Source: an optimization exercise on an open RTL-to-GDS flow (aim: a short achievable clock period and few clock cycles). Production flows keep margins and buffers that such runs may drop.
Only simulation tests tie the RTL to the original design; equivalence was not proved.
Power and IR drop assume default switching activity.

==> flow/design.v <==
`default_nettype none
package rv_core_pkg;
    localparam int xlen = 64;
    localparam logic [6:0] opc_op     = 7'b0110011;
    localparam logic [6:0] opc_op_imm = 7'b0010011;
    localparam logic [6:0] opc_load   = 7'b0000011;
endpackage
`default_nettype wire
`default_nettype none
module c_inv   (input wire a, output wire y);                      assign y = ~a;                      endmodule
module c_nand2 (input wire a, input wire b, output wire y);        assign y = ~(a & b);                endmodule
module c_nor2  (input wire a, input wire b, output wire y);        assign y = ~(a | b);                endmodule
module c_nand2b(input wire an, input wire b, output wire y);       assign y = ~(~an & b);              endmodule
module c_nor2b (input wire a, input wire bn, output wire y);       assign y = ~(a | ~bn);              endmodule
module c_nand3 (input wire a, input wire b, input wire c, output wire y); assign y = ~(a & b & c);     endmodule
module c_xor2  (input wire a, input wire b, output wire y);        assign y = a ^ b;                   endmodule
module c_xnor2 (input wire a, input wire b, output wire y);        assign y = ~(a ^ b);                endmodule
module c_aoi21 (input wire a1, input wire a2, input wire b, output wire y); assign y = ~((a1 & a2) | b); endmodule
module c_oai21 (input wire a1, input wire a2, input wire b, output wire y); assign y = ~((a1 | a2) & b); endmodule
module c_aoi22 (input wire a1, input wire a2, input wire b1, input wire b2, output wire y);
    assign y = ~((a1 & a2) | (b1 & b2));
endmodule
module c_mux2i (input wire s, input wire a0, input wire a1, output wire y); assign y = ~(s ? a1 : a0); endmodule
module ks_add64 #(parameter bit SUB = 1'b0) (
    input  wire [63:0] a,
    input  wire [63:0] b,
    output wire [63:0] s,
    output wire        cout_n
);
    wire [63:0] g [0:6];
    wire [63:0] t [0:6];
    wire [63:0] fin_p, fin_n;    
    wire [63:0] p;
    genvar i, l;
    generate
        for (i = 0; i < 64; i++) begin : pg
            if (!SUB) begin : add
                c_nand2 u_g (.a(a[i]), .b(b[i]), .y(g[0][i]));
                c_nor2  u_t (.a(a[i]), .b(b[i]), .y(t[0][i]));
                c_xor2  u_p (.a(a[i]), .b(b[i]), .y(p[i]));
            end else begin : sub
                if (i == 0) begin : c0
                    c_nor2b u_g (.a(a[i]), .bn(b[i]), .y(g[0][i]));
                end else begin : cn
                    c_nand2b u_g (.an(b[i]), .b(a[i]), .y(g[0][i]));
                end
                c_nor2b u_t (.a(a[i]), .bn(b[i]), .y(t[0][i]));
                c_xnor2 u_p (.a(a[i]), .b(b[i]), .y(p[i]));
            end
        end
        for (i = 0; i < 64; i++) begin : fin
            localparam int L = (i == 0) ? 0 : (i < 2) ? 1 : (i < 4) ? 2 : (i < 8) ? 3 : (i < 16) ? 4 : (i < 32) ? 5 : 6;
            if (L % 2 == 0) begin : neg
                assign fin_n[i] = g[L][i];
                c_inv u_i (.a(g[L][i]), .y(fin_p[i]));
            end else begin : pos
                assign fin_p[i] = g[L][i];
                c_inv u_i (.a(g[L][i]), .y(fin_n[i]));
            end
        end
        for (l = 0; l < 6; l++) begin : lv
            for (i = (1 << l); i < 64; i++) begin : bt
                localparam int J = i - (1 << l);
                wire gj;
                if (J < (1 << l)) begin : f
                    assign gj = (l % 2 == 0) ? fin_n[J] : fin_p[J];
                end else begin : m
                    assign gj = g[l][J];
                end
                if (l % 2 == 0) begin : neg_in
                    c_oai21 u_g (.a1(t[l][i]), .a2(gj), .b(g[l][i]), .y(g[l+1][i]));
                    if (J >= (1 << l)) begin : tt
                        c_nor2 u_t (.a(t[l][i]), .b(t[l][J]), .y(t[l+1][i]));
                    end
                end else begin : pos_in
                    c_aoi21 u_g (.a1(t[l][i]), .a2(gj), .b(g[l][i]), .y(g[l+1][i]));
                    if (J >= (1 << l)) begin : tt
                        c_nand2 u_t (.a(t[l][i]), .b(t[l][J]), .y(t[l+1][i]));
                    end
                end
            end
        end
        for (i = 0; i < 64; i++) begin : sm
            if (i == 0) begin : s0
                if (!SUB) begin : add
                    assign s[0] = p[0];
                end else begin : sub
                    c_xor2 u_s (.a(a[0]), .b(b[0]), .y(s[0]));
                end
            end else begin : sn
                c_xnor2 u_s (.a(p[i]), .b(fin_n[i-1]), .y(s[i]));
            end
        end
    endgenerate
    assign cout_n = fin_n[63];
endmodule
module fwd_out (
    input  wire [63:0] sum,
    input  wire [63:0] diff,
    input  wire        ss,
    input  wire        sd,
    input  wire        cmp_n,
    input  wire [63:0] e_n,
    output wire [63:0] y
);
    wire [63:0] ad_n;
    genvar i;
    generate
        for (i = 0; i < 64; i++) begin : b
            c_aoi22 u_ad (.a1(ss), .a2(sum[i]), .b1(sd), .b2(diff[i]), .y(ad_n[i]));
            if (i == 0) begin : b0
                c_nand3 u_o (.a(ad_n[i]), .b(cmp_n), .c(e_n[i]), .y(y[i]));
            end else begin : bn
                c_nand2 u_o (.a(ad_n[i]), .b(e_n[i]), .y(y[i]));
            end
        end
    endgenerate
endmodule
module mux4h #(parameter int N = 4) (
    input  wire [3:0] s,
    input  wire [3:0] d,
    output wire       y
);
    wire n01, n23;
    generate
        if (N == 4) begin : n4
            c_aoi22 u_a (.a1(s[0]), .a2(d[0]), .b1(s[1]), .b2(d[1]), .y(n01));
            c_aoi22 u_b (.a1(s[2]), .a2(d[2]), .b1(s[3]), .b2(d[3]), .y(n23));
            c_nand2 u_o (.a(n01), .b(n23), .y(y));
        end else if (N == 3) begin : n3
            c_aoi22 u_a (.a1(s[0]), .a2(d[0]), .b1(s[1]), .b2(d[1]), .y(n01));
            c_nand2 u_b (.a(s[2]), .b(d[2]), .y(n23));
            c_nand2 u_o (.a(n01), .b(n23), .y(y));
        end else if (N == 2) begin : n2
            c_aoi22 u_a (.a1(s[0]), .a2(d[0]), .b1(s[1]), .b2(d[1]), .y(n01));
            c_inv   u_o (.a(n01), .y(y));
        end else begin : n1
            c_nand2 u_a (.a(s[0]), .b(d[0]), .y(n01));
            c_inv   u_o (.a(n01), .y(y));
        end
    endgenerate
endmodule
module shift64 #(parameter bit LEFT = 1'b1) (
    input  wire [63:0] x,
    input  wire        fill,
    input  wire [3:0]  s1,    
    input  wire [3:0]  s4,    
    input  wire [3:0]  s16,   
    output wire [63:0] y
);
    wire [63:0] st [0:3];
    assign st[0] = x;
    genvar g, i, k;
    generate
        for (g = 0; g < 3; g++) begin : stg
            localparam int D = (g == 0) ? 1 : (g == 1) ? 4 : 16;
            wire [3:0] sel = (g == 0) ? s1 : (g == 1) ? s4 : s16;
            for (i = 0; i < 64; i++) begin : b
                wire [3:0] d;
                if (LEFT) begin : l
                    localparam int N = (i / D + 1 > 4) ? 4 : i / D + 1;
                    for (k = 0; k < 4; k++) begin : t
                        if (k < N) begin : v
                            assign d[k] = st[g][i - k * D];
                        end else begin : z
                            assign d[k] = 1'b0;
                        end
                    end
                    mux4h #(.N(N)) u_m (.s(sel), .d(d), .y(st[g+1][i]));
                end else begin : r
                    for (k = 0; k < 4; k++) begin : t
                        if (i + k * D < 64) begin : v
                            assign d[k] = st[g][i + k * D];
                        end else begin : f
                            assign d[k] = fill;
                        end
                    end
                    mux4h #(.N(4)) u_m (.s(sel), .d(d), .y(st[g+1][i]));
                end
            end
        end
    endgenerate
    assign y = st[3];
endmodule
module or4_64 (
    input  wire [63:0] sh_l,
    input  wire [63:0] sh_r,
    input  wire [63:0] lg,
    input  wire [63:0] ld,
    output wire [63:0] y
);
    wire [63:0] n_sh, n_o;
    genvar i;
    generate
        for (i = 0; i < 64; i++) begin : b
            c_nor2  u_a (.a(sh_l[i]), .b(sh_r[i]), .y(n_sh[i]));
            c_nor2  u_b (.a(lg[i]), .b(ld[i]), .y(n_o[i]));
            c_nand2 u_o (.a(n_sh[i]), .b(n_o[i]), .y(y[i]));
        end
    endgenerate
endmodule
module early_n #(parameter bit ONLY_REST = 1'b0) (
    input  wire [63:0] rest,
    input  wire [63:0] v,
    input  wire        gf,
    input  wire        gv,
    output wire [63:0] e_n
);
    genvar i;
    generate
        for (i = 0; i < 64; i++) begin : b
            if (ONLY_REST) begin : r
                c_inv   u_e (.a(rest[i]), .y(e_n[i]));
            end else begin : m
                c_aoi22 u_e (.a1(gf), .a2(rest[i]), .b1(gv), .b2(v[i]), .y(e_n[i]));
            end
        end
    endgenerate
endmodule
`default_nettype wire
`default_nettype none
import rv_core_pkg::*;
module rv_core_top (
    input  wire         CLK,
    input  wire         reset,
    input  wire         stall,
    input  wire [31:0]  inst,
    output logic [63:0] inst_addr,
    input  wire [63:0]  mem_rdata,
    output logic [63:0] mem_addr,
    output logic        mem_rd_en,
    output logic        retire_valid,
    output logic [4:0]  retire_rd,
    output logic [63:0] retire_value
);
    logic [63:0] pc;
    logic        hold;           
    logic        d_v;
    logic [31:0] d_ir;
    logic        d_op, d_imm, d_ld;
    logic [31:1] d_s1oh, d_s2oh;  
    logic [31:1] d_r1, d_r2;      
    logic        d_f1w, d_f1w2;   
    logic        d_f2w, d_f2w2;
    logic        a_wr, a_ld, a_alu;
    logic [4:0]  a_rd, a_rs1, a_rs2;
    logic [2:0]  a_f3;
    logic        a_op, a_alt;
    logic [63:0] a_op1, a_op2;
    logic        fx1, fx2;       
    logic        x_wr, x_ld;
    logic [4:0]  x_rd;
    logic [63:0] x_a, x_b;
    logic [63:0] x_sa;           
    logic [3:0]  x_l1, x_l4, x_l16;   
    logic [3:0]  x_r1, x_r4, x_r16;   
    logic        x_fill;         
    logic        x_add, x_sub, x_slt, x_sltu, x_xor, x_or, x_and;
    logic [7:0]  x_bsel [0:7];   
    logic [7:0]  x_sfill;        
    logic [7:0]  x_sgsel;        
    logic        w_wr;
    logic [4:0]  w_rd;
    logic [63:0] w_val;
    logic        w2_wr;
    logic [4:0]  w2_rd;
    logic [63:0] w2_val;
    logic [63:0] rf [1:31];
    logic [31:1] rfv;
    assign inst_addr = pc;
    logic [31:1] s1oh_in, s2oh_in;
    always_comb begin
        for (int j = 1; j < 32; j++) begin
            s1oh_in[j] = inst[19:15] == 5'(j);
            s2oh_in[j] = inst[24:20] == 5'(j);
        end
    end
    always_ff @(posedge CLK or negedge reset) begin
        if (!reset) begin
            pc  <= '0;
            d_v <= 1'b0;
        end else if (!hold) begin
            if (!stall) pc <= pc + 64'd4;
            d_v <= !stall;
        end
    end
    always_ff @(posedge CLK) begin
        if (!hold) begin
            d_ir   <= inst;
            d_op   <= inst[6:0] == opc_op;
            d_imm  <= inst[6:0] == opc_op_imm;
            d_ld   <= inst[6:0] == opc_load;
            d_s1oh <= s1oh_in;
            d_s2oh <= inst[6:0] == opc_op ? s2oh_in : '0;
        end
    end
    always_ff @(posedge CLK) begin
        logic [4:0]  r1, r2;
        logic [31:1] s1, s2, v;
        logic        f1w, f1w2, f2w, f2w2;
        r1 = hold ? d_ir[19:15] : inst[19:15];
        r2 = hold ? (d_op ? d_ir[24:20] : 5'd0) : (inst[6:0] == opc_op ? inst[24:20] : 5'd0);
        s1 = hold ? d_s1oh : s1oh_in;
        s2 = hold ? d_s2oh : (inst[6:0] == opc_op ? s2oh_in : '0);
        for (int j = 1; j < 32; j++) v[j] = rfv[j] || (w2_wr && w2_rd == 5'(j));
        f1w  = x_wr && x_rd == r1;
        f1w2 = !f1w && w_wr && w_rd == r1;
        f2w  = x_wr && x_rd == r2;
        f2w2 = !f2w && w_wr && w_rd == r2;
        d_f1w  <= f1w;
        d_f1w2 <= f1w2;
        d_f2w  <= f2w;
        d_f2w2 <= f2w2;
        d_r1   <= (f1w || f1w2) ? '0 : (s1 & v);
        d_r2   <= (f2w || f2w2) ? '0 : (s2 & v);
    end
    logic [4:0]  d_rd, d_rs1, d_rs2;
    logic [2:0]  d_f3;
    logic        d_isop, d_isimm, d_isld, d_known, d_wr, d_alt;
    logic [63:0] d_immv, rf1, rf2, d_op1, d_op2;
    assign d_rd   = d_ir[11:7];
    assign d_f3   = d_ir[14:12];
    assign d_rs1  = d_ir[19:15];
    assign d_isop  = d_v && d_op;
    assign d_isimm = d_v && d_imm;
    assign d_isld  = d_v && d_ld;
    assign d_rs2  = d_op ? d_ir[24:20] : 5'd0;
    assign d_known = d_isop || d_isimm || d_isld;
    assign d_wr   = d_known && d_rd != 5'd0;
    assign d_immv = {{52{d_ir[31]}}, d_ir[31:20]};
    assign d_alt  = d_op ? d_ir[31:25] == 7'b0100000
                         : (d_f3 == 3'b101 && d_ir[31:26] == 6'b010000);
    always_comb begin
        rf1 = '0;
        rf2 = '0;
        for (int j = 1; j < 32; j++) begin
            rf1 = rf1 | ({64{d_r1[j]}} & rf[j]);
            rf2 = rf2 | ({64{d_r2[j]}} & rf[j]);
        end
    end
    assign d_op1 = ({64{d_f1w}} & w_val) | ({64{d_f1w2}} & w2_val) | rf1;
    assign d_op2 = !d_op ? d_immv : ({64{d_f2w}} & w_val) | ({64{d_f2w2}} & w2_val) | rf2;
    logic       n_fx1, hold_n;
    logic [4:0] n_rs1;
    logic       fw1;             
    logic       fw1l;            
    logic [4:0] n_rs2;
    logic       fw2;             
    logic [63:0] nx_a, nx_b, nx_sa, nx_w;    
    assign n_rs1  = hold ? a_rs1 : d_rs1;
    assign n_rs2  = hold ? a_rs2 : d_rs2;
    assign n_fx1  = !hold && a_wr && a_rd == d_rs1;
    assign hold_n = (n_fx1 && d_isld) ||
                    (!hold && a_wr && a_rd == d_rs2 && d_isop && d_f3[1:0] == 2'b01);
    always_ff @(posedge CLK or negedge reset) begin
        if (!reset) begin
            hold  <= 1'b0;
            a_wr  <= 1'b0;
            a_ld  <= 1'b0;
            a_alu <= 1'b0;
        end else begin
            hold <= hold_n;
            if (!hold) begin
                a_wr  <= d_wr;
                a_ld  <= d_isld;
                a_alu <= d_isop || d_isimm;
            end
        end
    end
    always_ff @(posedge CLK) begin
        fx1 <= n_fx1;
        fx2 <= !hold && a_wr && a_rd == d_rs2;
        fw1 <= x_wr && x_rd == n_rs1;
        fw1l <= x_wr && x_rd == n_rs1 && (hold ? a_ld : d_isld);
        fw2 <= x_wr && x_rd == n_rs2;
        if (!hold) begin
            a_rd  <= d_rd;
            a_rs1 <= d_rs1;
            a_rs2 <= d_rs2;
            a_f3  <= d_f3;
            a_op  <= d_op;
            a_alt <= d_alt;
            a_op1 <= d_op1;
            a_op2 <= d_op2;
        end else begin
            if (fw1) a_op1 <= w_val;
            if (fw2) a_op2 <= w_val;
        end
    end
    logic [63:0] ea, v_a, base;
    assign v_a  = fw1 ? w_val : a_op1;
    assign base = fw1l ? w_val : a_op1;
    logic [7:0]  bsel_n [0:7];
    logic [7:0]  sfill_n, sgsel_n;
    ks_add64 #(.SUB(1'b0)) u_ea (.a(base), .b(a_op2), .s(ea), .cout_n());
    always_comb begin
        logic [7:0] dec;      
        logic [3:0] szh;      
        logic       any, sgn;
        dec = 8'd1 << ea[2:0];
        szh = 4'd1 << a_f3[1:0];
        any = a_f3 != 3'b111;
        sgn = any && !a_f3[2];
        for (int k = 0; k < 8; k++) begin
            logic in_size;
            in_size = (k < 1) || (k < 2 && !szh[0]) || (k < 4 && (szh[2] || szh[3])) || szh[3];
            for (int j = 0; j < 8; j++) begin
                bsel_n[k][j] = (j >= k) ? (any && in_size && dec[(j - k) & 7]) : 1'b0;
            end
            sfill_n[k] = sgn && !in_size;
        end
        for (int j = 0; j < 8; j++) begin
            sgsel_n[j] = sgn && ((szh[0] && dec[j]) ||
                                 (szh[1] && j >= 1 && dec[(j - 1) & 7]) ||
                                 (szh[2] && j >= 3 && dec[(j - 3) & 7]) ||
                                 (szh[3] && j >= 7 && dec[(j - 7) & 7]));
        end
    end
    always_ff @(posedge CLK or negedge reset) begin
        if (!reset) begin
            x_wr <= 1'b0;
            x_ld <= 1'b0;
        end else begin
            x_wr <= a_wr && !hold;
            x_ld <= a_ld && !hold;
        end
    end
    logic [5:0] shamt;
    assign shamt = fw2 ? w_val[5:0] : a_op2[5:0];
    always_ff @(posedge CLK) begin
        logic go;
        go = a_alu && !hold;
        x_rd   <= a_rd;
        x_a    <= nx_a;
        x_b    <= nx_b;
        x_sa   <= nx_sa;
        x_l1   <= (go && a_f3 == 3'b001) ? 4'd1 << shamt[1:0] : 4'd0;
        x_l4   <= (go && a_f3 == 3'b001) ? 4'd1 << shamt[3:2] : 4'd0;
        x_l16  <= (go && a_f3 == 3'b001) ? 4'd1 << shamt[5:4] : 4'd0;
        x_r1   <= (go && a_f3 == 3'b101) ? 4'd1 << shamt[1:0] : 4'd0;
        x_r4   <= (go && a_f3 == 3'b101) ? 4'd1 << shamt[3:2] : 4'd0;
        x_r16  <= (go && a_f3 == 3'b101) ? 4'd1 << shamt[5:4] : 4'd0;
        x_fill <= go && a_f3 == 3'b101 && a_alt;
        x_add  <= go && a_f3 == 3'b000 && !(a_op && a_alt);
        x_sub  <= go && a_f3 == 3'b000 && a_op && a_alt;
        x_slt  <= go && a_f3 == 3'b010;
        x_sltu <= go && a_f3 == 3'b011;
        x_xor  <= go && a_f3 == 3'b100;
        x_or   <= go && a_f3 == 3'b110;
        x_and  <= go && a_f3 == 3'b111;
        for (int k = 0; k < 8; k++) x_bsel[k] <= (a_ld && !hold) ? bsel_n[k] : 8'd0;
        x_sfill <= (a_ld && !hold) ? sfill_n : 8'd0;
        x_sgsel <= sgsel_n;
        if (!hold) mem_addr <= {ea[63:3], 3'b000};
    end
    logic [63:0] sum, diff, rest, ldval;
    logic        ltu, s_ab, sign;
    logic [63:0] shl, shr;
    shift64 #(.LEFT(1'b1)) u_shl (.x(x_sa), .fill(1'b0), .s1(x_l1), .s4(x_l4), .s16(x_l16), .y(shl));
    shift64 #(.LEFT(1'b0)) u_shr (.x(x_sa), .fill(x_fill & x_sa[63]), .s1(x_r1), .s4(x_r4), .s16(x_r16), .y(shr));
    ks_add64 #(.SUB(1'b0)) u_sum  (.a(x_a), .b(x_b), .s(sum),  .cout_n());
    ks_add64 #(.SUB(1'b1)) u_diff (.a(x_a), .b(x_b), .s(diff), .cout_n(ltu));
    assign s_ab = x_a[63] ^ x_b[63];  
    logic [63:0] lg;
    assign lg = ({64{x_xor}} & (x_a ^ x_b)) | ({64{x_or}} & (x_a | x_b)) | ({64{x_and}} & (x_a & x_b));
    or4_64 u_rest (.sh_l(shl), .sh_r(shr), .lg(lg), .ld(ldval), .y(rest));
    always_comb begin
        sign = 1'b0;
        for (int j = 0; j < 8; j++) sign = sign | (x_sgsel[j] & mem_rdata[8*j+7]);
        for (int k = 0; k < 8; k++) begin
            logic [7:0] b;
            b = {8{x_sfill[k] & sign}};
            for (int j = 0; j < 8; j++) b = b | ({8{x_bsel[k][j]}} & mem_rdata[8*j +: 8]);
            ldval[8*k +: 8] = b;
        end
    end
    logic go_a, sh_a;
    logic [63:0] v_b;
    assign go_a  = a_alu && !hold;
    assign sh_a  = go_a && a_f3[1:0] == 2'b01;
    assign v_b   = fw2 ? w_val : a_op2;
        logic fa_ss, fa_sd, fa_k0, fa_k1, fa_cn; 
        logic [63:0] fa_en; 
        assign fa_ss = (1'b1) && (fx1) && x_add; 
        assign fa_sd = (1'b1) && (fx1) && x_sub; 
        assign fa_k1 = (1'b1) && (fx1) && (x_sltu || (x_slt && !s_ab)); 
        assign fa_k0 = (1'b1) && (fx1) && x_slt && s_ab; 
        early_n #(.ONLY_REST(1'b0)) u_fa_e (.rest(rest), .v(v_a), .gf((1'b1) && (fx1)), .gv((1'b1) && !(fx1)), .e_n(fa_en)); 
        c_mux2i u_fa_c (.s(ltu), .a0(fa_k0), .a1(fa_k1), .y(fa_cn)); 
        fwd_out u_fa (.sum(sum), .diff(diff), .ss(fa_ss), .sd(fa_sd), 
                          .cmp_n(fa_cn), .e_n(fa_en), .y(nx_a));
        logic fb_ss, fb_sd, fb_k0, fb_k1, fb_cn; 
        logic [63:0] fb_en; 
        assign fb_ss = (1'b1) && (fx2) && x_add; 
        assign fb_sd = (1'b1) && (fx2) && x_sub; 
        assign fb_k1 = (1'b1) && (fx2) && (x_sltu || (x_slt && !s_ab)); 
        assign fb_k0 = (1'b1) && (fx2) && x_slt && s_ab; 
        early_n #(.ONLY_REST(1'b0)) u_fb_e (.rest(rest), .v(v_b), .gf((1'b1) && (fx2)), .gv((1'b1) && !(fx2)), .e_n(fb_en)); 
        c_mux2i u_fb_c (.s(ltu), .a0(fb_k0), .a1(fb_k1), .y(fb_cn)); 
        fwd_out u_fb (.sum(sum), .diff(diff), .ss(fb_ss), .sd(fb_sd), 
                          .cmp_n(fb_cn), .e_n(fb_en), .y(nx_b));
        logic fsa_ss, fsa_sd, fsa_k0, fsa_k1, fsa_cn; 
        logic [63:0] fsa_en; 
        assign fsa_ss = (sh_a) && (fx1) && x_add; 
        assign fsa_sd = (sh_a) && (fx1) && x_sub; 
        assign fsa_k1 = (sh_a) && (fx1) && (x_sltu || (x_slt && !s_ab)); 
        assign fsa_k0 = (sh_a) && (fx1) && x_slt && s_ab; 
        early_n #(.ONLY_REST(1'b0)) u_fsa_e (.rest(rest), .v(v_a), .gf((sh_a) && (fx1)), .gv((sh_a) && !(fx1)), .e_n(fsa_en)); 
        c_mux2i u_fsa_c (.s(ltu), .a0(fsa_k0), .a1(fsa_k1), .y(fsa_cn)); 
        fwd_out u_fsa (.sum(sum), .diff(diff), .ss(fsa_ss), .sd(fsa_sd), 
                          .cmp_n(fsa_cn), .e_n(fsa_en), .y(nx_sa));
        logic fw_ss, fw_sd, fw_k0, fw_k1, fw_cn; 
        logic [63:0] fw_en; 
        assign fw_ss = (1'b1) && (1'b1) && x_add; 
        assign fw_sd = (1'b1) && (1'b1) && x_sub; 
        assign fw_k1 = (1'b1) && (1'b1) && (x_sltu || (x_slt && !s_ab)); 
        assign fw_k0 = (1'b1) && (1'b1) && x_slt && s_ab; 
        early_n #(.ONLY_REST(1'b1)) u_fw_e (.rest(rest), .v(64'd0), .gf((1'b1) && (1'b1)), .gv((1'b1) && !(1'b1)), .e_n(fw_en)); 
        c_mux2i u_fw_c (.s(ltu), .a0(fw_k0), .a1(fw_k1), .y(fw_cn)); 
        fwd_out u_fw (.sum(sum), .diff(diff), .ss(fw_ss), .sd(fw_sd), 
                          .cmp_n(fw_cn), .e_n(fw_en), .y(nx_w));
    assign mem_rd_en = x_ld;
    always_ff @(posedge CLK or negedge reset) begin
        if (!reset) begin
            w_wr  <= 1'b0;
            w2_wr <= 1'b0;
            rfv   <= '0;
        end else begin
            w_wr  <= x_wr;
            w2_wr <= w_wr;
            for (int j = 1; j < 32; j++) begin
                if (w2_wr && w2_rd == 5'(j)) rfv[j] <= 1'b1;
            end
        end
    end
    always_ff @(posedge CLK) begin
        w_rd  <= x_rd;
        w_val <= nx_w;
        w2_rd  <= w_rd;
        w2_val <= w_val;
        for (int j = 1; j < 32; j++) begin
            if (w2_wr && w2_rd == 5'(j)) rf[j] <= w2_val;
        end
    end
    assign retire_valid = w_wr;
    assign retire_rd    = w_rd;
    assign retire_value = w_val;
endmodule
`default_nettype wire
==> flow/run.sh <==
#!/bin/bash
# synth_recipe.tcl (not shown) runs the flow's synth.tcl, then flattens the netlist and writes it again
# the make line also repeats each setting of config.mk as NAME=value (left out here)
make -C /OpenROAD-flow-scripts/flow DESIGN_CONFIG=/design/flow/config.mk WORK_HOME=/design/flow/orfs CLKGATE_MAP_FILE= SYNTH_SCRIPT=/design/flow/synth_recipe.tcl finish
==> flow/config.mk <==
export PLATFORM = sky130hd
export DESIGN_NAME = rv_core_top
export DESIGN_NICKNAME = rv_core_top
export VERILOG_FILES = /design/flow/design.v
export SDC_FILE = /design/flow/constraint.sdc
export NUM_CORES = 8
export LEC_CHECK = 0
export ABC_CLOCK_PERIOD_IN_PS = 1500
export CAP_MARGIN = 20
export CELL_PAD_IN_SITES_DETAIL_PLACEMENT = 2
export CELL_PAD_IN_SITES_GLOBAL_PLACEMENT = 2
export CORE_MARGIN = 2
export CORE_UTILIZATION = 35
export SETUP_SLACK_MARGIN = 3.8
export SLEW_MARGIN = 20
export SYNTH_HIERARCHICAL = 1
export SYNTH_MINIMUM_KEEP_SIZE = 0
==> flow/constraint.sdc <==
create_clock -name core_clock -period 7.0 [get_ports {CLK}]
set_input_delay 1.4000 -clock core_clock [delete_from_list [all_inputs] [get_ports {CLK}]]
set_output_delay 1.4000 -clock core_clock [all_outputs]
set_load 0.01 [all_outputs]
==> results of run 1 <==
cell usage in the layout (no fill, tap or decap), drive strengths merged, types with 67 or more instances in the layout:
master,instances
clkdlybuf4s50,97
buf,560
nand2b,80
o21ai,608
nor3,130
ha,129
nand2,1400
nor2,1013
nand3,237
a22oi,2528
clkbuf,479
dfxtp,674
a21oi,567
inv,368
clkinv,93
xnor2,314
nand4,304
mux2,198
dlygate4sd2,126
edfxtp,2083
a222oi,77
dfrtp,102
nor2b,78
xor2,162
a221oi,387
nor4,82
a31oi,67
a22o,430
per-layer routing:
| metal | vias to the layer above | share of wire (%) | track usage, % |
|---|---|---|---|
| met1 | 71565 | 36 | 53.6 |
| met5 | - | 0.037 | 0 |
| met4 | 52 | 9.6 | 34.5 |
| met3 | 3368 | 11 | 12.4 |
| li1 | 51532 | - | - |
| met2 | 10820 | 43 | 67.6 |
report_power, final:
part | leakage, nW | switching, mW | internal (mW) | total, mW
Combinational | 26.6 | 1.06 | 0.514 | 1.58
Clock | 5.59 | 8.05 | 10.8 | 18.8
Sequential | 29.4 | 0.239 | 18.1 | 18.3
area by class of cell:
cell class | count | area (um^2) | share of cell area [%]
flip-flops and latches | 2859 | 79200 | 45.5
multi-input cells | 8946 | 66700 | 38.3
clock buffers | 478 | 9550 | 5.49
repair buffers | 840 | 8370 | 4.81
well taps | 5520 | 6910 | 3.97
clock inverters | 145 | 1990 | 1.14
inverters | 361 | 1380 | 0.793
diodes | 40 | 100 | 0.0575
repair_timing:
action                                 in CTS  in global routing
pin swaps                                  22                 27
gates cloned                                4                  2
gates resized for setup                   746                163
endpoints found under the hold margin       0                  0
setup endpoints to repair                 691                295
setup buffers                              67                 33
state kept, by name (all words and copies together) (netlist names), 31 cells and up:
| signal | count |
|---|---|
| rf | 1984 |
| a_op1 | 64 |
| a_op2 | 64 |
| w2_val | 64 |
| w_val | 64 |
| x_a | 64 |
| x_b | 64 |
| x_sa | 64 |
| pc | 62 |
| mem_addr | 61 |
| d_r1 | 31 |
| d_r2 | 31 |
| d_s1oh | 31 |
| d_s2oh | 31 |
| rfv | 31 |
final timing paths:
check	endpoint
min in group asynchronous	pc[45]
hold reg to reg	w2_rd[0]
setup reg to reg	x_b[50]
hold / removal	w2_rd[0]
setup / recovery	x_b[50]
max in group asynchronous	hold
critical path: stages (launching register included):
cell,delay [ps]
dfxtp_1,410
buf_4,260
nor2b_4,170
nor2_1,360
nand2_1,200
nor2_1,410
nand2_1,170
o21ai_2,410
a21oi_2,220
xnor2_2,380
a22oi_2,100
nand2_1,110
==> summary.txt, run 1 <==
outcome timing/DRC/antenna clean; Fmax 0.303 GHz; Setup Total Neg Slack 0 ps; vias in the first global route 137983; die height 652 um; PortBufs 292; Mapped Cells 12800; Filler cells 42515; CTS Root Cell clkbuf_16; relative slew slack 8.84%; via count 137337; Initial Utilization 35.1%; Final Cycle Share 47.2%; data required time of the worst path 7870 ps; htree depth 5; Pre-Repair DR Iteration Count 10; Clock Sinks 2859; Avg Inst Size Synth 11.5 um^2; Post-DRT Antenna Nets 0; Iter 0 DRT Violations 22814; DP HPWL 623000 um; PnR worst setup slack 3700 ps; Die Area 425000 um^2; CP Capture Type flop; Hold Startpoint w_rd[0]; worst hold stages 0; clk_skew 141 ps; Worst-path clk slew 60 ps; initial antenna violation count 102; Worst IR Drop VDD 0.322 mV; Routed WL per cell 51.3 um; placed cell areas 159000 um^2; max-slew violations 0; dpl ws 2560 ps; Setup crit start kind flop; Worst Reg-to-Reg Cells 11; Placement Rows 238; pwr/cell area 222 nW/um^2; largest net degree at the start of global routing 66; fin area 174000 um^2; layout cells sized above 1 25.8%; GP Congestion 1.01; Final Core Density 41.5%; Ys Warns 14; largest fanout on the critical path 7; first-pass GRT wire length 1290000 um; P_leak 61.6 nW; Synth Cell Area 147000 um^2; WHS 409 ps; Total Routed Length 984000 um; Die W 652 um; Layout area overhead 18.4%; Max Root-Sink Buffers 4; Worst R2R Setup Slack 3700 ps; # Max-Cap Violations 0; Remaining Overflow, GRT 0; nets 13571; # IOs 298; Core Box Area 419000 um^2; min cycle time layout 3300 ps; hold buffer count at CTS 0; CTS tree done; Final Power 38.7 mW; CP arrival 4170 ps; R2R Path Start x_b[17]; aggregate global-route resource usage 44.6%; Clk Latency, worst-skew pair 1030 ps; final hold violation count 0; DR DRC count 0; CTS Buf Count 335; placed cells 18419; unrepaired setup endpoints after global routing yes; Critical Setup Path Class reg -> reg; Final Non-Filler Cells 19189; vias per inst 7.16; crit path from x_b[17]; HP Class reg -> reg; Worst Max-Slew Pin Slew 1370 ps; final setup fails 0
Testbench counts, summed over its fixed seeds: cycles 18,065.
==> inputs of run 2 (changes only) <==
--- a/flow/design.v
+++ b/flow/design.v
@@ -147,4 +147,7 @@
     input  wire [3:0]  s4,    
     input  wire [3:0]  s16,   
+    input  wire [3:0]  s1h,   
+    input  wire [3:0]  s4h,
+    input  wire [3:0]  s16h,
     output wire [63:0] y
 );
@@ -155,6 +158,8 @@
         for (g = 0; g < 3; g++) begin : stg
             localparam int D = (g == 0) ? 1 : (g == 1) ? 4 : 16;
-            wire [3:0] sel = (g == 0) ? s1 : (g == 1) ? s4 : s16;
+            wire [3:0] sel_lo = (g == 0) ? s1 : (g == 1) ? s4 : s16;
+            wire [3:0] sel_hi = (g == 0) ? s1h : (g == 1) ? s4h : s16h;
             for (i = 0; i < 64; i++) begin : b
+                wire [3:0] sel = (i < 32) ? sel_lo : sel_hi;
                 wire [3:0] d;
                 if (LEFT) begin : l
@@ -218,4 +223,11 @@
     endgenerate
 endmodule
+module c_dff #(parameter int W = 1) (
+    input  wire          CLK,
+    input  wire  [W-1:0] d,
+    output logic [W-1:0] q
+);
+    always_ff @(posedge CLK) q <= d;
+endmodule
 `default_nettype wire
 `default_nettype none
@@ -255,4 +267,5 @@
     logic [3:0]  x_l1, x_l4, x_l16;   
     logic [3:0]  x_r1, x_r4, x_r16;   
+    logic [11:0] x_lh, x_rh;     
     logic        x_fill;         
     logic        x_add, x_sub, x_slt, x_sltu, x_xor, x_or, x_and;
@@ -344,5 +357,5 @@
     logic [4:0] n_rs1;
     logic       fw1;             
-    logic       fw1l;            
+    logic [3:0] fw1l;            
     logic [4:0] n_rs2;
     logic       fw2;             
@@ -372,5 +385,4 @@
         fx2 <= !hold && a_wr && a_rd == d_rs2;
         fw1 <= x_wr && x_rd == n_rs1;
-        fw1l <= x_wr && x_rd == n_rs1 && (hold ? a_ld : d_isld);
         fw2 <= x_wr && x_rd == n_rs2;
         if (!hold) begin
@@ -390,5 +402,10 @@
     logic [63:0] ea, v_a, base;
     assign v_a  = fw1 ? w_val : a_op1;
-    assign base = fw1l ? w_val : a_op1;
+    logic fw1l_n;
+    assign fw1l_n = x_wr && x_rd == n_rs1 && (hold ? a_ld : d_isld);
+    for (genvar k = 0; k < 4; k++) begin : g_fw1l
+        c_dff u_fw1l (.CLK(CLK), .d(fw1l_n), .q(fw1l[k]));
+        assign base[16*k +: 16] = fw1l[k] ? w_val[16*k +: 16] : a_op1[16*k +: 16];
+    end
     logic [7:0]  bsel_n [0:7];
     logic [7:0]  sfill_n, sgsel_n;
@@ -426,6 +443,13 @@
         end
     end
-    logic [5:0] shamt;
-    assign shamt = fw2 ? w_val[5:0] : a_op2[5:0];
+    logic [5:0]  shamt;
+    logic [11:0] lsel_n, rsel_n;
+    assign shamt  = fw2 ? w_val[5:0] : a_op2[5:0];
+    assign lsel_n = (a_alu && !hold && a_f3 == 3'b001) ?
+                    {4'd1 << shamt[5:4], 4'd1 << shamt[3:2], 4'd1 << shamt[1:0]} : 12'd0;
+    assign rsel_n = (a_alu && !hold && a_f3 == 3'b101) ?
+                    {4'd1 << shamt[5:4], 4'd1 << shamt[3:2], 4'd1 << shamt[1:0]} : 12'd0;
+    c_dff #(.W(12)) u_lsel_hi (.CLK(CLK), .d(lsel_n), .q(x_lh));
+    c_dff #(.W(12)) u_rsel_hi (.CLK(CLK), .d(rsel_n), .q(x_rh));
     always_ff @(posedge CLK) begin
         logic go;
@@ -435,10 +459,6 @@
         x_b    <= nx_b;
         x_sa   <= nx_sa;
-        x_l1   <= (go && a_f3 == 3'b001) ? 4'd1 << shamt[1:0] : 4'd0;
-        x_l4   <= (go && a_f3 == 3'b001) ? 4'd1 << shamt[3:2] : 4'd0;
-        x_l16  <= (go && a_f3 == 3'b001) ? 4'd1 << shamt[5:4] : 4'd0;
-        x_r1   <= (go && a_f3 == 3'b101) ? 4'd1 << shamt[1:0] : 4'd0;
-        x_r4   <= (go && a_f3 == 3'b101) ? 4'd1 << shamt[3:2] : 4'd0;
-        x_r16  <= (go && a_f3 == 3'b101) ? 4'd1 << shamt[5:4] : 4'd0;
+        {x_l16, x_l4, x_l1} <= lsel_n;
+        {x_r16, x_r4, x_r1} <= rsel_n;
         x_fill <= go && a_f3 == 3'b101 && a_alt;
         x_add  <= go && a_f3 == 3'b000 && !(a_op && a_alt);
@@ -452,11 +472,13 @@
         x_sfill <= (a_ld && !hold) ? sfill_n : 8'd0;
         x_sgsel <= sgsel_n;
-        if (!hold) mem_addr <= {ea[63:3], 3'b000};
+        mem_addr <= {ea[63:3], 3'b000};  
     end
     logic [63:0] sum, diff, rest, ldval;
     logic        ltu, s_ab, sign;
     logic [63:0] shl, shr;
-    shift64 #(.LEFT(1'b1)) u_shl (.x(x_sa), .fill(1'b0), .s1(x_l1), .s4(x_l4), .s16(x_l16), .y(shl));
-    shift64 #(.LEFT(1'b0)) u_shr (.x(x_sa), .fill(x_fill & x_sa[63]), .s1(x_r1), .s4(x_r4), .s16(x_r16), .y(shr));
+    shift64 #(.LEFT(1'b1)) u_shl (.x(x_sa), .fill(1'b0), .s1(x_l1), .s4(x_l4), .s16(x_l16),
+                                  .s1h(x_lh[3:0]), .s4h(x_lh[7:4]), .s16h(x_lh[11:8]), .y(shl));
+    shift64 #(.LEFT(1'b0)) u_shr (.x(x_sa), .fill(x_fill & x_sa[63]), .s1(x_r1), .s4(x_r4), .s16(x_r16),
+                                  .s1h(x_rh[3:0]), .s4h(x_rh[7:4]), .s16h(x_rh[11:8]), .y(shr));
     ks_add64 #(.SUB(1'b0)) u_sum  (.a(x_a), .b(x_b), .s(sum),  .cout_n());
     ks_add64 #(.SUB(1'b1)) u_diff (.a(x_a), .b(x_b), .s(diff), .cout_n(ltu));
--- a/flow/config.mk
+++ b/flow/config.mk
@@ -12,5 +12,5 @@
 export CORE_MARGIN = 2
 export CORE_UTILIZATION = 35
-export SETUP_SLACK_MARGIN = 3.8
+export SETUP_SLACK_MARGIN = 4.6
 export SLEW_MARGIN = 20
 export SYNTH_HIERARCHICAL = 1
==> run 2 against run 1 <==
Hold slack better by 46 ps; clock power about the same; core utilization up 6.1 points; wire length up 9.6%; global-route usage up 3.2 points; first-iteration DRC count up 14%; setup slack better by 210 ps; fmax up 6.9%; power up 2.4%; largest cell class unchanged.
==> summary.txt, run 2 <==
via count 147018; largest fanout on the critical path 4; Worst-path clk slew 70 ps; CTS tree done; worst-path cell chain buf_12, buf_6; Fmax 0.324 GHz; Ys Warns 16; CTS Root Cell clkbuf_16; Initial Utilization 35.2%; initial antenna violation count 98; htree depth 5; Core Box Area 417000 um^2; vias per inst 7.26; Pre-Repair DR Iteration Count 7; Max Root-Sink Buffers 4; relative slew slack 15.6%; Final Power 39.6 mW; Setup Total Neg Slack 0 ps; PnR worst setup slack 3910 ps; DR DRC count 0; Clk Latency, worst-skew pair 1010 ps; CP max-delay cell dfxtp_4; largest net degree at the start of global routing 75; clk_skew 115 ps; most flop-heavy register rf; Routed WL per cell 53.2 um; Final Cycle Share 44.2%; Placement Rows 237; Die Area 425000 um^2; nets 14625; Mapped Cells 12832; final setup fails 0; max FFs per register 1984; Worst IR Drop VDD 0.240 mV; Remaining Overflow, GRT 0; Critical Setup Path Class reg -> out; data required time of the worst path 5600 ps; delay-heaviest family, CP flip-flops; HP Class reg -> reg; placed cells 18395; CP arrival 1690 ps; Layout area overhead 35.4%; unrepaired setup endpoints after global routing yes; most common cell after layout, fill and taps aside edfxtp_1; Worst Max-Slew Pin Slew 1270 ps; vias in the first global route 143865; Iter 0 DRT Violations 26079; CP Capture Type output port; Filler cells 40178; dpl ws 2430 ps; Avg Inst Size Synth 11.4 um^2; CP bufs+invs 2; Total Routed Length 1080000 um; most frequent cells in the layout 2022 x edfxtp_1, 1338 x a22oi_1, 1189 x a22oi_2, 903 x nand2_1, 850 x buf_4; Post-DRT Antenna Nets 0; DP HPWL 615000 um; outcome timing/DRC/antenna clean; final hold violation count 0; min cycle time layout 3090 ps; P_leak 71.3 nW; first-pass GRT wire length 1370000 um; CTS Buf Count 340; Die W 652 um; pwr/cell area 199 nW/um^2; die height 652 um; # IOs 298; max-slew violations 0; PortBufs 292; Synth Cell Area 147000 um^2; aggregate global-route resource usage 47.8%; Final Core Density 47.7%; # Max-Cap Violations 0; slowest cell delay on critical path 390 ps; Clock Sinks 2884; GP Congestion 1.01; Setup crit start kind flop; Final Non-Filler Cells 20254; layout cells sized above 1 44.1%
run 2: cell types whose count changed in the layout (fill, tap and decap cells not counted), sizes merged, moves of 21 or more:
cell | before | now
buf | 560 | 1719
dlygate4sd2 | 126 | 28
dfxtp | 674 | 760
edfxtp | 2083 | 2022
clkdlybuf4s15 | 56 | 3
clkdlybuf4s50 | 97 | 47
diode | 40 | 75
clkbuf | 479 | 506
nand2 | 1400 | 1421
o21ai | 608 | 629
run 2: where the power goes:
part	switching [mW]	total, mW	internal, mW
Combinational	1.41	2.25	0.842
Clock	8.19	19.0	10.8
Sequential	0.249	18.4	18.1
Total	9.85	39.6	29.7
run 2: layout make-up:
cell class | count | area (um^2) | share of cell area, %
repair buffers | 1849 | 21400 | 10.8
flip-flops and latches | 2884 | 79500 | 40.0
clock inverters | 148 | 1760 | 0.884
inverters | 357 | 1520 | 0.766
multi-input cells | 8964 | 77800 | 39.1
well taps | 5497 | 6880 | 3.46
repair inverters | 1 | 11.3 | 0.00566
diodes | 75 | 188 | 0.0944
clock buffers | 479 | 9760 | 4.91
run 2: what timing repair did:
action,CTS,global route
pin swaps,686,663
gates cloned,45,19
endpoints found under the setup margin,2061,1733
hold buffers,0,0
setup buffers,785,307
resized for setup,4042,1013
run 2: final timing paths:
check	cells past startpoint	to	startpoint	slack (ps)
hold reg to reg	2	d_s2oh[24]	d_s2oh[24]	450
setup / recovery	2	retire_value[14]	w_val[14]	3910
max in group asynchronous	2	pc[5]	reset	5100
setup reg to reg	14	mem_addr[33]	w_val[18]	3940
hold / removal	2	d_s2oh[24]	d_s2oh[24]	450
min in group asynchronous	1	pc[19]	reset	580
run 2: worst register-to-register path: stages, from the launching register on:
cell     delay [ps]
dfxtp_2         340
buf_12          170
buf_6           130
buf_6           100
buf_8            90
mux2_4          170
nor2_4           70
buf_6           130
nor2_4          230
nand2_4         140
nor2_4          250
nand2_1         290
nor2_2          280
a21oi_4         110
xnor2_4         390
run 2: stage by stage:
step                      cell area (um^2)  hold WS (ps)
final                               199000           455
after global routing                199000           466
after CTS                           191000           456
after detailed placement            159000           444
after global placement              159000           441
after floorplan                     147000           326
run 2: metal layers:
metal / vias up / part of all wire [%] / GRT usage [%]
met4: 52 / 10 / 40.7
met2: 12966 / 42 / 69.8
met1: 76312 / 35 / 56.3
met5: - / 0.034 / 0
met3: 3973 / 13 / 16.0
li1: 53715 / - / -
Testbench counts of run 2, summed over its fixed seeds: cycles 18,065.
==> inputs of run 3 (changes only) <==
--- a/flow/design.v
+++ b/flow/design.v
@@ -144,4 +144,5 @@
     input  wire [63:0] x,
     input  wire        fill,
+    input  wire        fillh,   
     input  wire [3:0]  s1,    
     input  wire [3:0]  s4,    
@@ -178,5 +179,5 @@
                             assign d[k] = st[g][i + k * D];
                         end else begin : f
-                            assign d[k] = fill;
+                            assign d[k] = (i < 32) ? fill : fillh;
                         end
                     end
@@ -230,4 +231,15 @@
     always_ff @(posedge CLK) q <= d;
 endmodule
+module c_dffr #(parameter int W = 1) (
+    input  wire          CLK,
+    input  wire          reset,
+    input  wire  [W-1:0] d,
+    output logic [W-1:0] q
+);
+    always_ff @(posedge CLK or negedge reset) begin
+        if (!reset) q <= '0;
+        else        q <= d;
+    end
+endmodule
 `default_nettype wire
 `default_nettype none
@@ -268,5 +280,4 @@
     logic [3:0]  x_r1, x_r4, x_r16;   
     logic [11:0] x_lh, x_rh;     
-    logic        x_fill;         
     logic        x_add, x_sub, x_slt, x_sltu, x_xor, x_or, x_and;
     logic [7:0]  x_bsel [0:7];   
@@ -281,5 +292,7 @@
     logic [63:0] rf [1:31];
     logic [31:1] rfv;
-    assign inst_addr = pc;
+    logic [63:0] pc_n;
+    assign pc_n = (!hold && !stall) ? pc + 64'd4 : pc;
+    c_dffr #(.W(64)) u_pc_o (.CLK(CLK), .reset(reset), .d(pc_n), .q(inst_addr));
     logic [31:1] s1oh_in, s2oh_in;
     always_comb begin
@@ -294,5 +307,5 @@
             d_v <= 1'b0;
         end else if (!hold) begin
-            if (!stall) pc <= pc + 64'd4;
+            if (!stall) pc <= pc_n;
             d_v <= !stall;
         end
@@ -450,4 +463,9 @@
     assign rsel_n = (a_alu && !hold && a_f3 == 3'b101) ?
                     {4'd1 << shamt[5:4], 4'd1 << shamt[3:2], 4'd1 << shamt[1:0]} : 12'd0;
+    logic [1:0] x_fl;
+    logic       fl_n;
+    assign fl_n = a_alu && !hold && a_f3 == 3'b101 && a_alt && nx_sa[63];
+    c_dff u_fl0 (.CLK(CLK), .d(fl_n), .q(x_fl[0]));
+    c_dff u_fl1 (.CLK(CLK), .d(fl_n), .q(x_fl[1]));
     c_dff #(.W(12)) u_lsel_hi (.CLK(CLK), .d(lsel_n), .q(x_lh));
     c_dff #(.W(12)) u_rsel_hi (.CLK(CLK), .d(rsel_n), .q(x_rh));
@@ -461,5 +479,4 @@
         {x_l16, x_l4, x_l1} <= lsel_n;
         {x_r16, x_r4, x_r1} <= rsel_n;
-        x_fill <= go && a_f3 == 3'b101 && a_alt;
         x_add  <= go && a_f3 == 3'b000 && !(a_op && a_alt);
         x_sub  <= go && a_f3 == 3'b000 && a_op && a_alt;
@@ -477,7 +494,7 @@
     logic        ltu, s_ab, sign;
     logic [63:0] shl, shr;
-    shift64 #(.LEFT(1'b1)) u_shl (.x(x_sa), .fill(1'b0), .s1(x_l1), .s4(x_l4), .s16(x_l16),
+    shift64 #(.LEFT(1'b1)) u_shl (.x(x_sa), .fill(1'b0), .fillh(1'b0), .s1(x_l1), .s4(x_l4), .s16(x_l16),
                                   .s1h(x_lh[3:0]), .s4h(x_lh[7:4]), .s16h(x_lh[11:8]), .y(shl));
-    shift64 #(.LEFT(1'b0)) u_shr (.x(x_sa), .fill(x_fill & x_sa[63]), .s1(x_r1), .s4(x_r4), .s16(x_r16),
+    shift64 #(.LEFT(1'b0)) u_shr (.x(x_sa), .fill(x_fl[0]), .fillh(x_fl[1]), .s1(x_r1), .s4(x_r4), .s16(x_r16),
                                   .s1h(x_rh[3:0]), .s4h(x_rh[7:4]), .s16h(x_rh[11:8]), .y(shr));
     ks_add64 #(.SUB(1'b0)) u_sum  (.a(x_a), .b(x_b), .s(sum),  .cout_n());
@@ -542,5 +559,5 @@
         fwd_out u_fw (.sum(sum), .diff(diff), .ss(fw_ss), .sd(fw_sd), 
                           .cmp_n(fw_cn), .e_n(fw_en), .y(nx_w));
-    assign mem_rd_en = x_ld;
+    c_dffr u_rd_en_o (.CLK(CLK), .reset(reset), .d(a_ld && !hold), .q(mem_rd_en));
     always_ff @(posedge CLK or negedge reset) begin
         if (!reset) begin
@@ -565,7 +582,7 @@
         end
     end
-    assign retire_valid = w_wr;
-    assign retire_rd    = w_rd;
-    assign retire_value = w_val;
+    c_dffr u_ret_v_o (.CLK(CLK), .reset(reset), .d(w_wr), .q(retire_valid));
+    c_dff #(.W(5))  u_ret_rd_o (.CLK(CLK), .d(w_rd), .q(retire_rd));
+    c_dff #(.W(64)) u_ret_val_o (.CLK(CLK), .d(w_val), .q(retire_value));
 endmodule
 `default_nettype wire
==> run 3 against run 2 <==
Still clean; first-iteration DRC count is 8.8% higher; clock power increased by 8%; register-to-register slack improved by 170 ps; cell count is 2.2% higher; fmax grew 2.4%; flip-flop and latch count rose by 135; critical endpoint is now retire_value[63]; highest routed layer unchanged.
==> summary.txt, run 3 <==
R2R Path Start u_rsel_hi.q[0]; Placement Rows 241; Layout area overhead 37.6%; htree depth 5; worst-path cell chain buf_6; delay-heaviest family, CP flip-flops; Setup Total Neg Slack 0 ps; fin area 207000 um^2; Ys Warns 20; Worst-path clk slew 60 ps; most frequent cells in the layout 2022 x edfxtp_1, 1148 x a22oi_2, 858 x nand2_1, 849 x a22oi_1, 816 x buf_4; aggregate global-route resource usage 49.8%; total stage count of the critical path 1; nets 14757; first-pass GRT wire length 1450000 um; vias per inst 7.44; Remaining Overflow, GRT 0; placed cell areas 164000 um^2; Worst R2R Setup Slack 4110 ps; CP bufs+invs 1; initial antenna violation count 136; Worst Max-Slew Pin Slew 1230 ps; Avg Inst Size Synth 11.7 um^2; layout cells sized above 1 44.6%; Total Routed Length 1160000 um; Routed WL per cell 55.9 um; slowest cell delay on critical path 470 ps; Worst IR Drop VDD 0.268 mV; footprint of the multi-input gates 79400 um^2; min cycle time layout 3020 ps; Synth Cell Area 151000 um^2; Storage cell area 82500 um^2; CTS tree done; CP Capture Type output port; vias in the first global route 147077; P_leak 75.1 nW; Worst R2R End x_b[39]; pwr/cell area 202 nW/um^2; unrepaired setup endpoints after global routing yes; # IOs 298; largest net degree at the start of global routing 135; Mapped Cells 12900; Fmax 0.331 GHz; Worst Reg-to-Reg Cells 13; most common cell after layout, fill and taps aside edfxtp_1; die height 660 um; CTS Buf Count 355; final hold violation count 0; via count 154092; CP max-delay cell dfxtp_4; Die Area 436000 um^2; relative slew slack 17.6%; Final Cycle Share 43.1%; PortBufs 294; final setup fails 0; CTS Root Cell clkbuf_16; Worst Setup EP retire_value[63]; Pre-Repair DR Iteration Count 10; CP arrival 1620 ps; Critical Setup Path Class reg -> out; Iter 0 DRT Violations 28365; outcome timing/DRC/antenna clean; HP Class in -> async; Clock Sinks 3019; Clk Latency, worst-skew pair 1070 ps; crit path from u_ret_val_o.q[63]; PnR worst setup slack 3980 ps; Post-DRT Antenna Nets 0; Die W 660 um; data required time of the worst path 5600 ps; Max Root-Sink Buffers 4; DP HPWL 626000 um; Core Box Area 430000 um^2; Initial Utilization 35.1%; GP Congestion 1.02; Final Power 42.0 mW; # Max-Cap Violations 0; clk_skew 152 ps; dpl ws 2530 ps; max-slew violations 0; DR DRC count 0; most flop-heavy register rf; Filler cells 41073; largest fanout on the critical path 1; max FFs per register 1984; Setup crit start kind flop
==> run 3: changes by cell type in the layout (fill, tap and decap cells not counted), moves of 41 or more <==
cell      change
nand4_1      -48
nand2_2      -49
nand2_1      -45
diode_2      +88
a22o_1      +257
nor2_1       -73
a221oi_2    +129
a221oi_1    +136
dfxtp_1      +71
a22oi_2      -41
dfrtp_1      +85
o21ai_0      +47
buf_16       +82
a22oi_1     -489
==> run 3: worst min-delay path by stage <==
| stage | start | to |
|---|---|---|
| after floorplan | x_rd[1] | w_rd[1] |
| after global placement | a_op | x_add |
| after detailed placement | x_rd[0] | w_rd[0] |
| after CTS | reset | rfv[9] |
| after global routing | reset | rfv[9] |
| final | reset | rfv[9] |
==> run 3: timing repair <==
| item | 4_1_cts | 5_1_grt |
|---|---|---|
| buffers inserted | 677 | 371 |
| pin swaps | 615 | 703 |
| hold buffers | 0 | 0 |
| cloned | 106 | 42 |
| setup endpoints to repair | 1919 | 1344 |
| gates resized for setup | 3874 | 1037 |
==> run 3: power by group <==
part / internal, mW / switching, mW
Sequential: 18.9 / 0.284
Clock: 11.8 / 8.76
Combinational: 0.811 / 1.35
==> run 3: metrics by stage <==
step | util [%] | cells | hold WS (ps)
detailed placement | 38.1 | 18683 | 446
CTS | 46.0 | 20125 | 313
global route | 48.2 | 20569 | 299
global placement | 38.0 | 18676 | 432
finish | 48.3 | 20704 | 275
floorplan | - | 12904 | 329
==> run 3: metal layers <==
metal  vias up  global-route usage, %  share of wire [%]
met4        52                   46.8                 12
met5         -                  0.388              0.094
li1      54538                      -                  -
met1     78964                   56.8                 33
met3      5313                   19.1                 14
met2     15225                   71.3                 41
==> run 3: final cells by class <==
class / count / share of cell area, %
sequential: 3019 / 39.8
antenna: 163 / 0.197
clock buffer: 471 / 4.80
inverter: 355 / 0.721
timing repair buffer: 1904 / 11.6
multi-input combinational: 8892 / 38.3
clock inverter: 188 / 1.21
timing repair inverter: 2 / 0.00965
tap: 5710 / 3.44
Testbench counts of run 3, summed over its fixed seeds: cycles 18,097.
==> inputs of run 4 (changes only) <==
--- a/flow/config.mk
+++ b/flow/config.mk
@@ -8,8 +8,8 @@
 export ABC_CLOCK_PERIOD_IN_PS = 1500
 export CAP_MARGIN = 20
-export CELL_PAD_IN_SITES_DETAIL_PLACEMENT = 2
-export CELL_PAD_IN_SITES_GLOBAL_PLACEMENT = 2
+export CELL_PAD_IN_SITES_DETAIL_PLACEMENT = 1
+export CELL_PAD_IN_SITES_GLOBAL_PLACEMENT = 1
 export CORE_MARGIN = 2
-export CORE_UTILIZATION = 35
+export CORE_UTILIZATION = 42
 export SETUP_SLACK_MARGIN = 4.6
 export SLEW_MARGIN = 20
==> run 4 against run 3 <==
Sequential power barely moved; synthesized area did not move; non-clock buffer count fell by 256; clock-buffer cell count fell by 27; sequential share of layout area rose by 1.5 points; largest cell class unchanged; largest power group is now registers.
==> summary.txt, run 4 <==
outcome timing/DRC/antenna clean; Worst IR Drop VDD 0.244 mV; initial antenna violation count 92; placed cells 17736; DP HPWL 581000 um; Total Routed Length 1020000 um; Clk Latency, worst-skew pair 1040 ps; most flop-heavy register rf; Final Core Density 55.9%; htree depth 5; Remaining Overflow, GRT 0; Final Cycle Share 43.1%; Worst Max-Slew Pin Slew 1420 ps; PortBufs 294; Die W 603 um; largest net degree at the start of global routing 141; pwr/cell area 202 nW/um^2; min cycle time layout 3020 ps; vias per inst 7.70; PnR worst setup slack 3980 ps; Mapped Cells 12900; CTS Root Cell clkbuf_16; WHS 271 ps; clk_skew 113 ps; nets 14473; CP max-delay cell dfxtp_4; first-pass GRT wire length 1300000 um; Clock Sinks 3019; dpl ws 2740 ps; DR DRC count 0; Iter 0 DRT Violations 29306; delay-heaviest family, CP flip-flops; Ys Warns 20; final hold violation count 0; via count 149578; fin area 200000 um^2; most frequent cells in the layout 2022 x edfxtp_1, 1142 x a22oi_2, 855 x a22oi_1, 843 x nand2_1, 676 x a22o_1; Pre-Repair DR Iteration Count 13; Synth Cell Area 151000 um^2; Final Non-Filler Cells 19428; switching pwr 9.83 mW; CP bufs+invs 1; Core Box Area 358000 um^2; Initial Utilization 42.1%; vias in the first global route 141919; aggregate global-route resource usage 52.8%; P_leak 72.0 nW; # IOs 298; CTS tree done; Critical Setup Path Class reg -> out; max FFs per register 1984; Internal 30.6 mW; combinational share of power 5.1%; Final Power 40.5 mW; Placement Rows 220; clock group share of total power 47.4%; Fmax 0.331 GHz; Max Root-Sink Buffers 4; Die Area 364000 um^2; final setup fails 0; data required time of the worst path 5600 ps; relative slew slack 5.35%; GP Congestion 1.09; Setup Total Neg Slack 0 ps; Layout area overhead 32.8%; largest fanout on the critical path 2; switching share of power 24.3%; CP Capture Type output port; layout cells sized above 1 42.8%; placed cell areas 162000 um^2; Routed WL per cell 52.3 um; hold buffer count at CTS 0; Worst-path clk slew 80 ps; Reg power frac 47.4%; unrepaired setup endpoints after global routing yes; # Max-Cap Violations 0; HP Class in -> async; worst-path cell chain buf_6; Post-DRT Antenna Nets 0; CTS Buf Count 332; die height 603 um; Setup crit start kind flop; CP arrival 1620 ps; Worst R2R Setup Slack 4210 ps; most common cell after layout, fill and taps aside edfxtp_1; slowest cell delay on critical path 490 ps; Avg Inst Size Synth 11.7 um^2; max-slew violations 0
run 4: worst paths after layout:
kind	start	end	cells after the start
worst max-delay path	mem_addr[37]	mem_addr[37]	1
worst min-delay path	reset	rfv[31]	1
max in group asynchronous	reset	pc[60]	2
worst min register to register	a_op	x_add	1
worst max register to register	x_a[12]	x_b[49]	13
min in group core_clock	a_op	x_add	1
run 4: metal layers:
layer | vias to the layer above | wire length (um) | part of all wire (%) | global-route usage (%)
met5 | - | 1060 | 0.10 | 0.740
li1 | 53851 | - | - | -
met3 | 5349 | 151000 | 15 | 21.7
met4 | 62 | 120000 | 12 | 48.7
met2 | 15635 | 412000 | 41 | 75.2
met1 | 74681 | 331000 | 33 | 60.1
run 4: power groups by stage:
stage	clock network (mW)	registers, mW	logic (mW)
after global routing	19.7	19.2	2.12
after global placement	0	19.6	1.44
after detailed placement	0	19.6	1.46
after CTS	18.9	19.2	1.85
after floorplan	0	19.5	0.788
final	19.2	19.2	2.07
run 4: timing repair:
item | 4_1_cts | 5_1_grt
setup buffers | 612 | 258
cloned | 54 | 19
pin swaps | 601 | 644
setup endpoints to repair | 1692 | 1196
resized for setup | 3844 | 963
run 4: cell type report:
cell class	count	area (um^2)
Fill cell	35047	158000
Sequential cell	3019	82600
Multi-Input combinational cell	8889	78600
Timing Repair Buffer	1648	19600
Clock buffer	444	9340
Tap cell	4773	5970
Clock inverter	174	2240
Inverter	355	1470
Antenna cell	126	315

-- what the ideal ports hide --
No port has a modelled driver above. Below, the same layouts with a new extraction and two added sets of constraints. Step 1 assumes that a clkbuf_16 drives the clock port and a buf_2 every other input. Step 2 moves the port delays by t, midway between the first and last clock arrival at a register: inputs arrive t later, outputs are due t later. That takes back most of the time a late clock gives input paths. Slacks: ideal ports / drivers / drivers and shift; pairs: ideal ports / drivers.
| run | t (ns) | setup WS [ns] | hold slack, ns | worst slew at a driven data input, ns | pins driven straight from the clock port |
|---|---|---|---|---|---|
| run 1 | 1.089 | 3.697 / 3.669 / 2.862 | 0.409 / 0.409 / 0.409 | 0.06 | 1 |
| run 2 | 1.083 | 3.909 / 3.779 / 3.194 | 0.455 / 0.455 / 0.455 | 0.08 | 1 |
| run 3 | 1.133 | 3.982 / 3.842 / 3.217 | 0.275 / 0.169 / 0.444 | 0.21 | 1 |
| run 4 | 1.114 | 3.983 / 3.851 / 3.260 | 0.271 / 0.193 / 0.452 | 0.10 | 1 |
After both steps every run listed still meets setup and hold. For run 1, which loses most, drivers alone change the setup slack by -0.028 ns; drivers and shift together by -0.835 ns.
